Context: an optimization exercise on an open-source flow, tuned for small area. The choices shown serve that exercise and are no tape-out recipe.
Function was checked by simulation only, so behaviour that the tests miss may differ from the original.
The flow treats the clock pin as an ideal source. Dropping or thinning the clock tree relies on that and would not hold on a real chip.
Power is estimated from default activity; no workload was simulated.

==> run M: inputs <==
==> flow/design.v (excerpt) <==
module us_frontend_top (
	input  logic                                 clk,
	input  logic                                 rst_n,
	input  logic                                 bf_spi_start,           
	input  logic                                 bf_tx_en,               
	input  logic [us_pkg::BF_DATA_WIDTH-1:0]      data_in,
	input  logic [us_pkg::BF_BIT_COUNT_WIDTH-1:0] num_of_bit,
	input  logic [us_pkg::ACQ_CNT_WIDTH-1:0]      adc_start_length,
	input  logic [us_pkg::ACQ_CNT_WIDTH-1:0]      adc_init_delay,
	input  logic [us_pkg::ACQ_CNT_WIDTH-1:0]      adc_samples_per_echo,
	input  logic                                 spi_sdi,
	output logic                                 spi_cs_n,
	output logic                                 spi_sck,
	output logic                                 spi_sdo,
	output logic                                 bf_spi_done,
	output logic [us_pkg::BF_DATA_WIDTH-1:0]      rd_data,
	output logic                                 bf_tx_en_pin,           
	output logic                                 fifo_en,                
	output logic                                 fsm_done
);
==> flow/config.mk <==
export PLATFORM = sky130hd
export DESIGN_NAME = us_frontend_top
export DESIGN_NICKNAME = us_frontend_top
export VERILOG_FILES = /design/flow/design.v
export SDC_FILE = /design/flow/constraint.sdc
export NUM_CORES = 4
export LEC_CHECK = 0
export CAP_MARGIN = 0
export CORE_MARGIN = 2
export CORE_UTILIZATION = 60
export CTS_BUF_LIST = sky130_fd_sc_hd__clkbuf_8
export SLEW_MARGIN = 0
==> flow/constraint.sdc <==
create_clock -name core_clock -period 5.0 [get_ports {clk}]
set_input_delay 1.0000 -clock core_clock [delete_from_list [all_inputs] [get_ports {clk}]]
set_output_delay 1.0000 -clock core_clock [all_outputs]
set_load 0.01 [all_outputs]
standard.sh (not shown) runs the stock make flow with config.mk's settings and CLKGATE_MAP_FILE= SYNTH_SCRIPT=/design/flow/synth_recipe.tcl, a recipe that flattens the netlist after the stock synthesis.
==> flow/flow/run.sh <==
#!/bin/bash
# Standard layout with two changes:
#  - synthesis maps the logic with flow/abc_area.script (area-oriented
#    ABC mapping) instead of ORFS's speed script; everything else in the
#    synthesis, including the register mapping and names, is the standard one
#  - the smallest buffer (buf_1) on every port
#  - a one-level clock tree (flow/manual_cts.tcl) instead of TritonCTS
#  - RECOVER_POWER 100: the resizer downsizes cells with timing slack
set -euo pipefail
export CTS_K=3 CTS_BUF=sky130_fd_sc_hd__clkbuf_16 CTS_NET=clk
W=$(pwd)
sed 's|^  log_cmd abc {\*}\$abc_args$|  set abc_args [lreplace $abc_args 1 1 '"$W"'/flow/abc_area.script]\n  log_cmd abc {*}$abc_args|' \
	"$FLOW_HOME/scripts/synth.tcl" > "$W/synth_area.tcl"
grep -q "flow/abc_area.script" "$W/synth_area.tcl"
sed 's|source \$::env(SCRIPTS_DIR)/synth.tcl|source '"$W"'/synth_area.tcl|' "$W/synth_recipe.tcl" > "$W/area_synth.tcl"
grep -q "synth_area.tcl" "$W/area_synth.tcl"
bash standard.sh SYNTH_SCRIPT="$W/area_synth.tcl" \
	BUFFER_PORTS_ARGS="-buffer_cell sky130_fd_sc_hd__buf_1" RECOVER_POWER=100 PRE_CTS_TCL="$W/flow/manual_cts.tcl" finish > standard.log 2>&1
==> flow/flow/manual_cts.tcl <==
# Sourced before ORFS's CTS step (PRE_CTS_TCL).  Replaces clock_tree_synthesis
# with a one-level clock tree: the flip-flops are split into CTS_K groups by
# location (k-means), each group driven by one CTS_BUF placed at its centre,
# and every group buffer driven straight from the clock net.  All flip-flops
# sit behind exactly one buffer of the same type.
proc clock_tree_synthesis { args } {
  set db [ord::get_db]
  set block [ord::get_db_block]
  set k $::env(CTS_K)
  set master [$db findMaster $::env(CTS_BUF)]
  set clk_net [$block findNet $::env(CTS_NET)]
  set sinks {}
  set xs {}
  set ys {}
  foreach it [$clk_net getITerms] {
    set inst [$it getInst]
    set bb [$inst getBBox]
    lappend sinks $it
    lappend xs [expr {([$bb xMin] + [$bb xMax]) / 2.0}]
    lappend ys [expr {([$bb yMin] + [$bb yMax]) / 2.0}]
  }
  set n [llength $sinks]
  puts "manual CTS: $n sinks, $k groups of $::env(CTS_BUF)"
  # initial centres: spread along the sinks sorted by x+y
  set order [lsort -real -indices [lmap x $xs y $ys { expr {$x + $y} }]]
  set cx {}
  set cy {}
  for { set c 0 } { $c < $k } { incr c } {
    set i [lindex $order [expr {int(($c + 0.5) * $n / $k)}]]
    lappend cx [lindex $xs $i]
    lappend cy [lindex $ys $i]
  }
  set maxsz [expr {int(ceil(double($n) / $k))}]
  for { set iter 0 } { $iter < 50 } { incr iter } {
    # balanced assignment: nearest centre with room, farthest sinks first
    set cnt [lrepeat $k 0]
    set asg [lrepeat $n -1]
    set pairs {}
    for { set i 0 } { $i < $n } { incr i } {
      for { set c 0 } { $c < $k } { incr c } {
        set dx [expr {[lindex $xs $i] - [lindex $cx $c]}]
        set dy [expr {[lindex $ys $i] - [lindex $cy $c]}]
        lappend pairs [list [expr {abs($dx) + abs($dy)}] $i $c]
      }
    }
    foreach p [lsort -real -index 0 $pairs] {
      lassign $p d i c
      if { [lindex $asg $i] >= 0 || [lindex $cnt $c] >= $maxsz } { continue }
      lset asg $i $c
      lset cnt $c [expr {[lindex $cnt $c] + 1}]
    }
    set sx [lrepeat $k 0.0]
    set sy [lrepeat $k 0.0]
    for { set i 0 } { $i < $n } { incr i } {
      set c [lindex $asg $i]
      lset sx $c [expr {[lindex $sx $c] + [lindex $xs $i]}]
      lset sy $c [expr {[lindex $sy $c] + [lindex $ys $i]}]
    }
    for { set c 0 } { $c < $k } { incr c } {
      if { [lindex $cnt $c] > 0 } {
        lset cx $c [expr {[lindex $sx $c] / [lindex $cnt $c]}]
        lset cy $c [expr {[lindex $sy $c] / [lindex $cnt $c]}]
      }
    }
  }
  for { set c 0 } { $c < $k } { incr c } {
    set inst [odb::dbInst_create $block $master "clkbuf_manual_$c"]
    set net [odb::dbNet_create $block "clknet_manual_$c"]
    $net setSigType CLOCK
    $inst setLocation [expr {int([lindex $cx $c])}] [expr {int([lindex $cy $c])}]
    $inst setPlacementStatus PLACED
    [$inst findITerm A] connect $clk_net
    [$inst findITerm X] connect $net
    puts "manual CTS: group $c, [lindex $cnt $c] sinks, buffer at [lindex $cx $c] [lindex $cy $c]"
  }
  for { set i 0 } { $i < $n } { incr i } {
    set it [lindex $sinks $i]
    $it disconnect
    $it connect [$block findNet "clknet_manual_[lindex $asg $i]"]
  }
}
Other scripts of this flow, unchanged in this note and not shown: flow/flow/abc_area.script
==> run X (differences from run M) <==
==> flow/flow/run.sh (replaced) <==
#!/bin/bash
# Standard layout with two changes:
#  - synthesis maps the logic with flow/abc_area.script (area-oriented
#    ABC mapping) instead of ORFS's speed script; everything else in the
#    synthesis, including the register mapping and names, is the standard one
#  - the smallest buffer (buf_1) on every port
set -euo pipefail
W=$(pwd)
sed 's|^  log_cmd abc {\*}\$abc_args$|  set abc_args [lreplace $abc_args 1 1 '"$W"'/flow/abc_area.script]\n  log_cmd abc {*}$abc_args|' \
	"$FLOW_HOME/scripts/synth.tcl" > "$W/synth_area.tcl"
grep -q "flow/abc_area.script" "$W/synth_area.tcl"
sed 's|source \$::env(SCRIPTS_DIR)/synth.tcl|source '"$W"'/synth_area.tcl|' "$W/synth_recipe.tcl" > "$W/area_synth.tcl"
grep -q "synth_area.tcl" "$W/area_synth.tcl"
bash standard.sh SYNTH_SCRIPT="$W/area_synth.tcl" \
	BUFFER_PORTS_ARGS="-buffer_cell sky130_fd_sc_hd__buf_1" CTS_ARGS="-buf_list sky130_fd_sc_hd__clkbuf_8 -root_buf sky130_fd_sc_hd__clkbuf_8 -sink_clustering_enable -sink_clustering_size 30 -sink_clustering_max_diameter 200 -repair_clock_nets" finish > standard.log 2>&1
--- a/flow/config.mk
+++ b/flow/config.mk
@@ -5,8 +5,8 @@
 export SDC_FILE = /design/flow/constraint.sdc
 export NUM_CORES = 4
 export LEC_CHECK = 0
-export CAP_MARGIN = 0
+export CAP_MARGIN = 20
 export CORE_MARGIN = 2
-export CORE_UTILIZATION = 60
+export CORE_UTILIZATION = 40
 export CTS_BUF_LIST = sky130_fd_sc_hd__clkbuf_8
-export SLEW_MARGIN = 0
+export SLEW_MARGIN = 20
removed: flow/flow/manual_cts.tcl
==> run A (differences from run M) <==
--- a/flow/flow/run.sh
+++ b/flow/flow/run.sh
@@ -5,7 +5,6 @@
 #    synthesis, including the register mapping and names, is the standard one
 #  - the smallest buffer (buf_1) on every port
 #  - a one-level clock tree (flow/manual_cts.tcl) instead of TritonCTS
-#  - RECOVER_POWER 100: the resizer downsizes cells with timing slack
 set -euo pipefail
 export CTS_K=3 CTS_BUF=sky130_fd_sc_hd__clkbuf_16 CTS_NET=clk
 W=$(pwd)
--- a/flow/config.mk
+++ b/flow/config.mk
@@ -7,6 +7,6 @@
 export LEC_CHECK = 0
 export CAP_MARGIN = 0
 export CORE_MARGIN = 2
-export CORE_UTILIZATION = 60
+export CORE_UTILIZATION = 70
 export CTS_BUF_LIST = sky130_fd_sc_hd__clkbuf_8
 export SLEW_MARGIN = 0
==> flow_summary_export.csv <==
group,metric,value,unit
run_status,status,"complete, no violations",
timing,worstMarginPinSlew,980,ps
critical_path,worst-path-stages,21,
drt,vias_per_cell,5.62,
pwr,powerDensity,458,nW/µm²
placement,dp.cells,754,
pwr,total_power,2.52,mW
That was run X.
==> flow_summary_export.csv <==
group,metric,value,unit
timing,worstMarginPinSlew,1360,ps
critical_path,worst-path-stages,21,
pwr,total_power,2.34,mW
placement,dp.cells,714,
pwr,powerDensity,440,nW/µm²
run_status,status,"complete, no violations",
That was run M.
==> flow_summary_export.csv <==
group,metric,value,unit
run_status,status,"failed layout checks",
run_status,failed_checks,"max-capacitance violations, max-slew violations",
run,cap_violations,1,
timing,slew_violations,33,
That was run A.
In run M and run A the design's own scripts or RTL, not TritonCTS, make the clock network.

========
==> 11-16 <==
us_frontend_top again, from the RTL that the note above started with.
==> module us_frontend_top, before the edit <==
module us_frontend_top (
	input  logic                                 clk,
	input  logic                                 rst_n,
	input  logic                                 bf_spi_start,           
	input  logic                                 bf_tx_en,               
	input  logic [us_pkg::BF_DATA_WIDTH-1:0]      data_in,
	input  logic [us_pkg::BF_BIT_COUNT_WIDTH-1:0] num_of_bit,
	input  logic [us_pkg::ACQ_CNT_WIDTH-1:0]      adc_start_length,
	input  logic [us_pkg::ACQ_CNT_WIDTH-1:0]      adc_init_delay,
	input  logic [us_pkg::ACQ_CNT_WIDTH-1:0]      adc_samples_per_echo,
	input  logic                                 spi_sdi,
	output logic                                 spi_cs_n,
	output logic                                 spi_sck,
	output logic                                 spi_sdo,
	output logic                                 bf_spi_done,
	output logic [us_pkg::BF_DATA_WIDTH-1:0]      rd_data,
	output logic                                 bf_tx_en_pin,           
	output logic                                 fifo_en,                
	output logic                                 fsm_done
);
	localparam int DW = us_pkg::BF_DATA_WIDTH;
	localparam int CW = us_pkg::ACQ_CNT_WIDTH;
	logic [1:0]    sp_st;
	logic          sp_d;         
	logic [8:0]    sc;
	logic [DW-1:0] rx_sr;        
	logic [6:0]    b;
	logic [1:0]    r;
	logic          sp_idle, sp_dly, sp_frm, sp_post;
	logic          sp_start, b_zero, r_two, r_zero, sp_step, sp_adv;
	logic          rx_shift, rx_hold;
	logic [DW:0]   tx_ext;       
	logic [71:0]   tx_pad;
	logic [7:0]    b_lo;         
	logic [8:0]    b_hi;         
	logic [8:0]    tx_grp;       
	assign b        = sc[8:2];
	assign r        = sc[1:0];
	assign sp_idle  = ~sp_st[1] & ~sp_st[0];
	assign sp_dly   = ~sp_st[1] &  sp_st[0];
	assign sp_frm   =  sp_st[1] &  sp_st[0];
	assign sp_post  =  sp_st[1] & ~sp_st[0];
	assign sp_start = sp_idle & bf_spi_start & ~sp_d;
	assign b_zero   = ~|b;
	assign r_two    = r[1] & ~r[0];
	assign r_zero   = ~r[1] & ~r[0];
	assign sp_step  = b_zero & r_two;
	assign sp_adv   = sp_start | (sp_st[0] & sp_step) | (sp_post & r_zero);
	assign rx_shift = sp_frm & r_two & ~b_zero;
	assign rx_hold  = ~rx_shift & ~sp_dly;
	assign tx_ext   = {data_in, data_in[0]};
	assign tx_pad   = {1'b0, tx_ext};
	for (genvar k = 0; k < 8; k++) begin : g_lo
		assign b_lo[k] = (b[2:0] == 3'(k));
	end
	for (genvar j = 0; j < 9; j++) begin : g_hi
		assign b_hi[j]   = sp_frm & (b[6:3] == 4'(j));
		assign tx_grp[j] = |(b_lo & tx_pad[8*j +: 8]);
	end
	always_ff @(posedge clk or negedge rst_n) begin
		if (!rst_n) begin
			sp_st <= 2'b00;
			sp_d  <= 1'b0;
		end else begin
			sp_d <= bf_spi_start;
			if (sp_adv)
				sp_st <= {sp_st[0], ~sp_st[1]};
		end
	end
	always_ff @(posedge clk) begin
		if (sp_start)
			sc <= {7'd3, 2'd0};
		else if (sp_dly && sp_step)
			sc <= {num_of_bit[6:0], 2'd3};
		else
			sc <= sc - 9'd1;
		rx_sr <= ({DW{rx_shift}} & {rx_sr[DW-2:0], spi_sdi}) | ({DW{rx_hold}} & rx_sr);
	end
	assign spi_cs_n    = ~sp_frm;
	assign spi_sck     = sp_frm & ~r[1];
	assign spi_sdo     = |(b_hi & tx_grp);
	assign bf_spi_done = sp_post & r_zero;
	assign rd_data     = rx_sr;
	logic [2:0]    ac_st;
	logic          ac_d;         
	logic [CW-1:0] cn;           
	logic [CW:0]   cn_ones;      
	logic [CW-1:0] cn_inc;
	logic          c_one;
	logic          ac_adv, ld_k, ld_1, ld_2, ld_3, cnt;
	assign cn_ones[0] = 1'b1;
	for (genvar i = 0; i < CW; i++) begin : g_inc
		assign cn_ones[i+1] = cn_ones[i] & cn[i];
		assign cn_inc[i]    = cn[i] ^ cn_ones[i];
	end
	assign c_one = ~cn[0] & &cn[CW-1:1];
	assign ac_adv = (~ac_st[2] & ~ac_st[0] & bf_tx_en & ~ac_d)    
	              | (ac_st[2] & ~ac_st[1])                         
	              | ((ac_st[0] | ac_st[1]) & ~(ac_st[2] & ~ac_st[1]) & c_one);
	assign ld_k = ac_adv & ~ac_st[0];                 
	assign ld_1 = ac_adv &  ac_st[0] & ~ac_st[1];     
	assign ld_2 = ac_adv &  ac_st[1] & ~ac_st[2];     
	assign ld_3 = ac_adv &  ac_st[2] &  ac_st[0];     
	assign cnt  = ~ac_adv;
	always_ff @(posedge clk or negedge rst_n) begin
		if (!rst_n) begin
			ac_st <= 3'b000;
			ac_d  <= 1'b0;
		end else begin
			ac_d <= bf_tx_en;
			if (ac_adv)
				ac_st <= {ac_st[1:0], ~ac_st[2]};
		end
	end
	always_ff @(posedge clk) begin
		cn <= ~(({CW{ld_1}} & adc_start_length)
		      | ({CW{ld_2}} & adc_init_delay)
		      | ({CW{ld_3}} & adc_samples_per_echo)
		      | ({CW{ld_k}} & CW'(11))
		      | ({CW{cnt}} & ~cn_inc));
	end
	assign bf_tx_en_pin = ac_st[1] & ~ac_st[2];
	assign fifo_en      = ac_st[1] & ~ac_st[0];
	assign fsm_done     = ac_st[2] & ~ac_st[1];
endmodule
export LEC_CHECK = 0
export CAP_MARGIN = 0
export CORE_MARGIN = 2
export CORE_UTILIZATION = 60
export CTS_BUF_LIST = sky130_fd_sc_hd__clkbuf_8
export SLEW_MARGIN = 0
create_clock -name core_clock -period 5.0 [get_ports {clk}]
==> flow/flow/run.sh <==
#!/bin/bash
# Standard layout with two changes:
#  - synthesis maps the logic with flow/abc_area.script (area-oriented
#    ABC mapping) instead of ORFS's speed script; everything else in the
#    synthesis, including the register mapping and names, is the standard one
#  - the smallest buffer (buf_1) on every port
#  - a one-level clock tree (flow/manual_cts.tcl) instead of TritonCTS
set -euo pipefail
export CTS_K=3 CTS_BUF=sky130_fd_sc_hd__clkbuf_16 CTS_NET=clk
W=$(pwd)
sed 's|^  log_cmd abc {\*}\$abc_args$|  set abc_args [lreplace $abc_args 1 1 '"$W"'/flow/abc_area.script]\n  log_cmd abc {*}$abc_args|' \
	"$FLOW_HOME/scripts/synth.tcl" > "$W/synth_area.tcl"
grep -q "flow/abc_area.script" "$W/synth_area.tcl"
sed 's|source \$::env(SCRIPTS_DIR)/synth.tcl|source '"$W"'/synth_area.tcl|' "$W/synth_recipe.tcl" > "$W/area_synth.tcl"
grep -q "synth_area.tcl" "$W/area_synth.tcl"
bash standard.sh SYNTH_SCRIPT="$W/area_synth.tcl" \
	BUFFER_PORTS_ARGS="-buffer_cell sky130_fd_sc_hd__buf_1" PRE_CTS_TCL="$W/flow/manual_cts.tcl" finish > standard.log 2>&1
==> flow/flow/abc_area.script <==
&get -n
&st
&dch
&nf -R 1000 -p -C 32
&put
==> flow/flow/manual_cts.tcl <==
# Sourced before ORFS's CTS step (PRE_CTS_TCL).  Replaces clock_tree_synthesis
# with a one-level clock tree: the flip-flops are split into CTS_K groups by
# location (k-means), each group driven by one CTS_BUF placed at its centre,
# and every group buffer driven straight from the clock net.  All flip-flops
# sit behind exactly one buffer of the same type.
proc clock_tree_synthesis { args } {
  set db [ord::get_db]
  set block [ord::get_db_block]
  set k $::env(CTS_K)
  set master [$db findMaster $::env(CTS_BUF)]
  set clk_net [$block findNet $::env(CTS_NET)]
  set sinks {}
  set xs {}
  set ys {}
  foreach it [$clk_net getITerms] {
    set inst [$it getInst]
    set bb [$inst getBBox]
    lappend sinks $it
    lappend xs [expr {([$bb xMin] + [$bb xMax]) / 2.0}]
    lappend ys [expr {([$bb yMin] + [$bb yMax]) / 2.0}]
  }
  set n [llength $sinks]
  puts "manual CTS: $n sinks, $k groups of $::env(CTS_BUF)"
  # initial centres: spread along the sinks sorted by x+y
  set order [lsort -real -indices [lmap x $xs y $ys { expr {$x + $y} }]]
  set cx {}
  set cy {}
  for { set c 0 } { $c < $k } { incr c } {
    set i [lindex $order [expr {int(($c + 0.5) * $n / $k)}]]
    lappend cx [lindex $xs $i]
    lappend cy [lindex $ys $i]
  }
  set maxsz [expr {int(ceil(double($n) / $k)) + 2}]
  for { set iter 0 } { $iter < 50 } { incr iter } {
    # balanced assignment: nearest centre with room, farthest sinks first
    set cnt [lrepeat $k 0]
    set asg [lrepeat $n -1]
    set pairs {}
    for { set i 0 } { $i < $n } { incr i } {
      for { set c 0 } { $c < $k } { incr c } {
        set dx [expr {[lindex $xs $i] - [lindex $cx $c]}]
        set dy [expr {[lindex $ys $i] - [lindex $cy $c]}]
        lappend pairs [list [expr {abs($dx) + abs($dy)}] $i $c]
      }
    }
    foreach p [lsort -real -index 0 $pairs] {
      lassign $p d i c
      if { [lindex $asg $i] >= 0 || [lindex $cnt $c] >= $maxsz } { continue }
      lset asg $i $c
      lset cnt $c [expr {[lindex $cnt $c] + 1}]
    }
    set sx [lrepeat $k 0.0]
    set sy [lrepeat $k 0.0]
    for { set i 0 } { $i < $n } { incr i } {
      set c [lindex $asg $i]
      lset sx $c [expr {[lindex $sx $c] + [lindex $xs $i]}]
      lset sy $c [expr {[lindex $sy $c] + [lindex $ys $i]}]
    }
    for { set c 0 } { $c < $k } { incr c } {
      if { [lindex $cnt $c] > 0 } {
        lset cx $c [expr {[lindex $sx $c] / [lindex $cnt $c]}]
        lset cy $c [expr {[lindex $sy $c] / [lindex $cnt $c]}]
      }
    }
  }
  for { set c 0 } { $c < $k } { incr c } {
    set inst [odb::dbInst_create $block $master "clkbuf_manual_$c"]
    set net [odb::dbNet_create $block "clknet_manual_$c"]
    $net setSigType CLOCK
    $inst setLocation [expr {int([lindex $cx $c])}] [expr {int([lindex $cy $c])}]
    $inst setPlacementStatus PLACED
    [$inst findITerm A] connect $clk_net
    [$inst findITerm X] connect $net
    puts "manual CTS: group $c, [lindex $cnt $c] sinks, buffer at [lindex $cx $c] [lindex $cy $c]"
  }
  for { set i 0 } { $i < $n } { incr i } {
    set it [lindex $sinks $i]
    $it disconnect
    $it connect [$block findNet "clknet_manual_[lindex $asg $i]"]
  }
}
==> inputs of 12-03, as changes to 11-16 <==
--- a/flow/design.v
+++ b/flow/design.v
@@ -94,13 +94,13 @@
 	logic          ac_d;         
-	logic [CW-1:0] cn;           
-	logic [CW:0]   cn_ones;      
-	logic [CW-1:0] cn_inc;
+	logic [CW-1:0] c;            
+	logic [CW:0]   c_low0;       
+	logic [CW-1:0] c_dec;
 	logic          c_one;
-	logic          ac_adv, ld_k, ld_1, ld_2, ld_3, cnt;
-	assign cn_ones[0] = 1'b1;
-	for (genvar i = 0; i < CW; i++) begin : g_inc
-		assign cn_ones[i+1] = cn_ones[i] & cn[i];
-		assign cn_inc[i]    = cn[i] ^ cn_ones[i];
+	logic          ac_adv, ld_k, ld_1, ld_2, ld_3, dec;
+	assign c_low0[0] = 1'b1;
+	for (genvar i = 0; i < CW; i++) begin : g_dec
+		assign c_low0[i+1] = c_low0[i] & ~c[i];
+		assign c_dec[i]    = c[i] ^ c_low0[i];
 	end
-	assign c_one = ~cn[0] & &cn[CW-1:1];
+	assign c_one = c[0] & ~|c[CW-1:1];
 	assign ac_adv = (~ac_st[2] & ~ac_st[0] & bf_tx_en & ~ac_d)    
@@ -112,3 +112,3 @@
 	assign ld_3 = ac_adv &  ac_st[2] &  ac_st[0];     
-	assign cnt  = ~ac_adv;
+	assign dec  = ~ac_adv;
 	always_ff @(posedge clk or negedge rst_n) begin
@@ -124,7 +124,7 @@
 	always_ff @(posedge clk) begin
-		cn <= ~(({CW{ld_1}} & adc_start_length)
-		      | ({CW{ld_2}} & adc_init_delay)
-		      | ({CW{ld_3}} & adc_samples_per_echo)
-		      | ({CW{ld_k}} & CW'(11))
-		      | ({CW{cnt}} & ~cn_inc));
+		c <= ({CW{ld_1}} & adc_start_length)
+		   | ({CW{ld_2}} & adc_init_delay)
+		   | ({CW{ld_3}} & adc_samples_per_echo)
+		   | ({CW{ld_k}} & CW'(11))
+		   | ({CW{dec}} & c_dec);
 	end
==> flow/flow/run.sh (replaced) <==
#!/bin/bash
# Standard layout, with the smallest buffer on every port.
set -euo pipefail
bash standard.sh BUFFER_PORTS_ARGS="-buffer_cell sky130_fd_sc_hd__buf_1" finish > standard.log 2>&1
--- a/flow/config.mk
+++ b/flow/config.mk
@@ -7,6 +7,6 @@
 export LEC_CHECK = 0
-export CAP_MARGIN = 0
+export CAP_MARGIN = 20
 export CORE_MARGIN = 2
-export CORE_UTILIZATION = 60
+export CORE_UTILIZATION = 40
 export CTS_BUF_LIST = sky130_fd_sc_hd__clkbuf_8
-export SLEW_MARGIN = 0
+export SLEW_MARGIN = 20
removed: flow/flow/abc_area.script
removed: flow/flow/manual_cts.tcl
==> inputs of 02-27, as changes to 11-16 <==
--- a/flow/flow/run.sh
+++ b/flow/flow/run.sh
@@ -6,5 +6,4 @@
 #  - the smallest buffer (buf_1) on every port
-#  - a one-level clock tree (flow/manual_cts.tcl) instead of TritonCTS
 set -euo pipefail
-export CTS_K=3 CTS_BUF=sky130_fd_sc_hd__clkbuf_16 CTS_NET=clk
+export CTS_K=4 CTS_BUF=sky130_fd_sc_hd__clkbuf_16 CTS_NET=clk
 W=$(pwd)
--- a/flow/config.mk
+++ b/flow/config.mk
@@ -9,3 +9,3 @@
 export CORE_MARGIN = 2
-export CORE_UTILIZATION = 60
+export CORE_UTILIZATION = 40
 export CTS_BUF_LIST = sky130_fd_sc_hd__clkbuf_8
==> summary.txt <==
quantity	11-16	02-27	12-03
Result of the run	finished clean	finished clean	finished clean
Critical path depth	21	21	22
Post-synthesis share of cell area spent on full adders, half adders and majority gates	0.0589	0.0589	0.0518
Multiplexer fraction of the synthesized cell area	0.00530	0.00530	0.0953
Total power per unit cell area	442 nW/um2	441 nW/um2	454 nW/um2
Number of unique standard cell types used by synthesis	33	33	48
Initial DRC count	294	301	216
Global-route met3 utilization	0.0339	0.0249	0.0638
Fraction of standard cell area in multi-input logic	0.393	0.387	0.408
Multi-input combinational gate total	282	282	278
Layout inverter count without the clock tree	6	6	28
Combinational Power Share	0.387	0.381	0.400
Vias per inst	6.00	5.66	5.41
Period utilization	0.834	0.827	0.855
Portion of synthesized cell area occupied by the leading cell type	0.466	0.466	0.410
Wire length reported by the detailed router	11600 um	12300 um	12300 um
Simple-gate share of the synthesized area	0.109	0.109	0.0859
Clock insertion delay at the later pin of the skew report	0.18 ns	0.17 ns	0.38 ns
Number of tap cells added at floorplan	96	136	147
Global-route total usage across every layer	0.263	0.196	0.184
Comb power	0.911 mW	0.910 mW	1.06 mW
Area of the core region	6830 um2	10300 um2	11900 um2
In 11-16 and 02-27 the design's own scripts or RTL, not TritonCTS, make the clock network.

==> re-timing with driven ports <==
Ports are ideal in the flow. The routed layouts listed here were re-timed in OpenROAD. Step 1 assumes that a clkbuf_16 drives the clock port and a buf_2 every other input. Step 2 times the ports against the registers' clock, not the clock port: input delays grow and output delays shrink by t, the midpoint of the rising clock arrivals with the driver on. Three values: ideal ports, drivers, drivers and shift; two values: the first two.
run | shift t [ns] | setup WS [ns] | worst hold slack (ns)
run M | 0.236 | 0.825 / 0.825 / 0.825 | 0.487 / 0.487 / 0.487
run X | 0.386 | 0.869 / 0.869 / 0.869 | 0.489 / 0.489 / 0.489
run A | 0.236 | 0.867 / 0.867 / 0.867 | 0.491 / 0.491 / 0.491
11-16 | 0.236 | 0.830 / 0.830 / 0.830 | 0.488 / 0.488 / 0.488
12-03 | 0.404 | 0.727 / 0.727 / 0.727 | 0.477 / 0.477 / 0.477
02-27 | 0.237 | 0.866 / 0.866 / 0.866 | 0.489 / 0.489 / 0.489
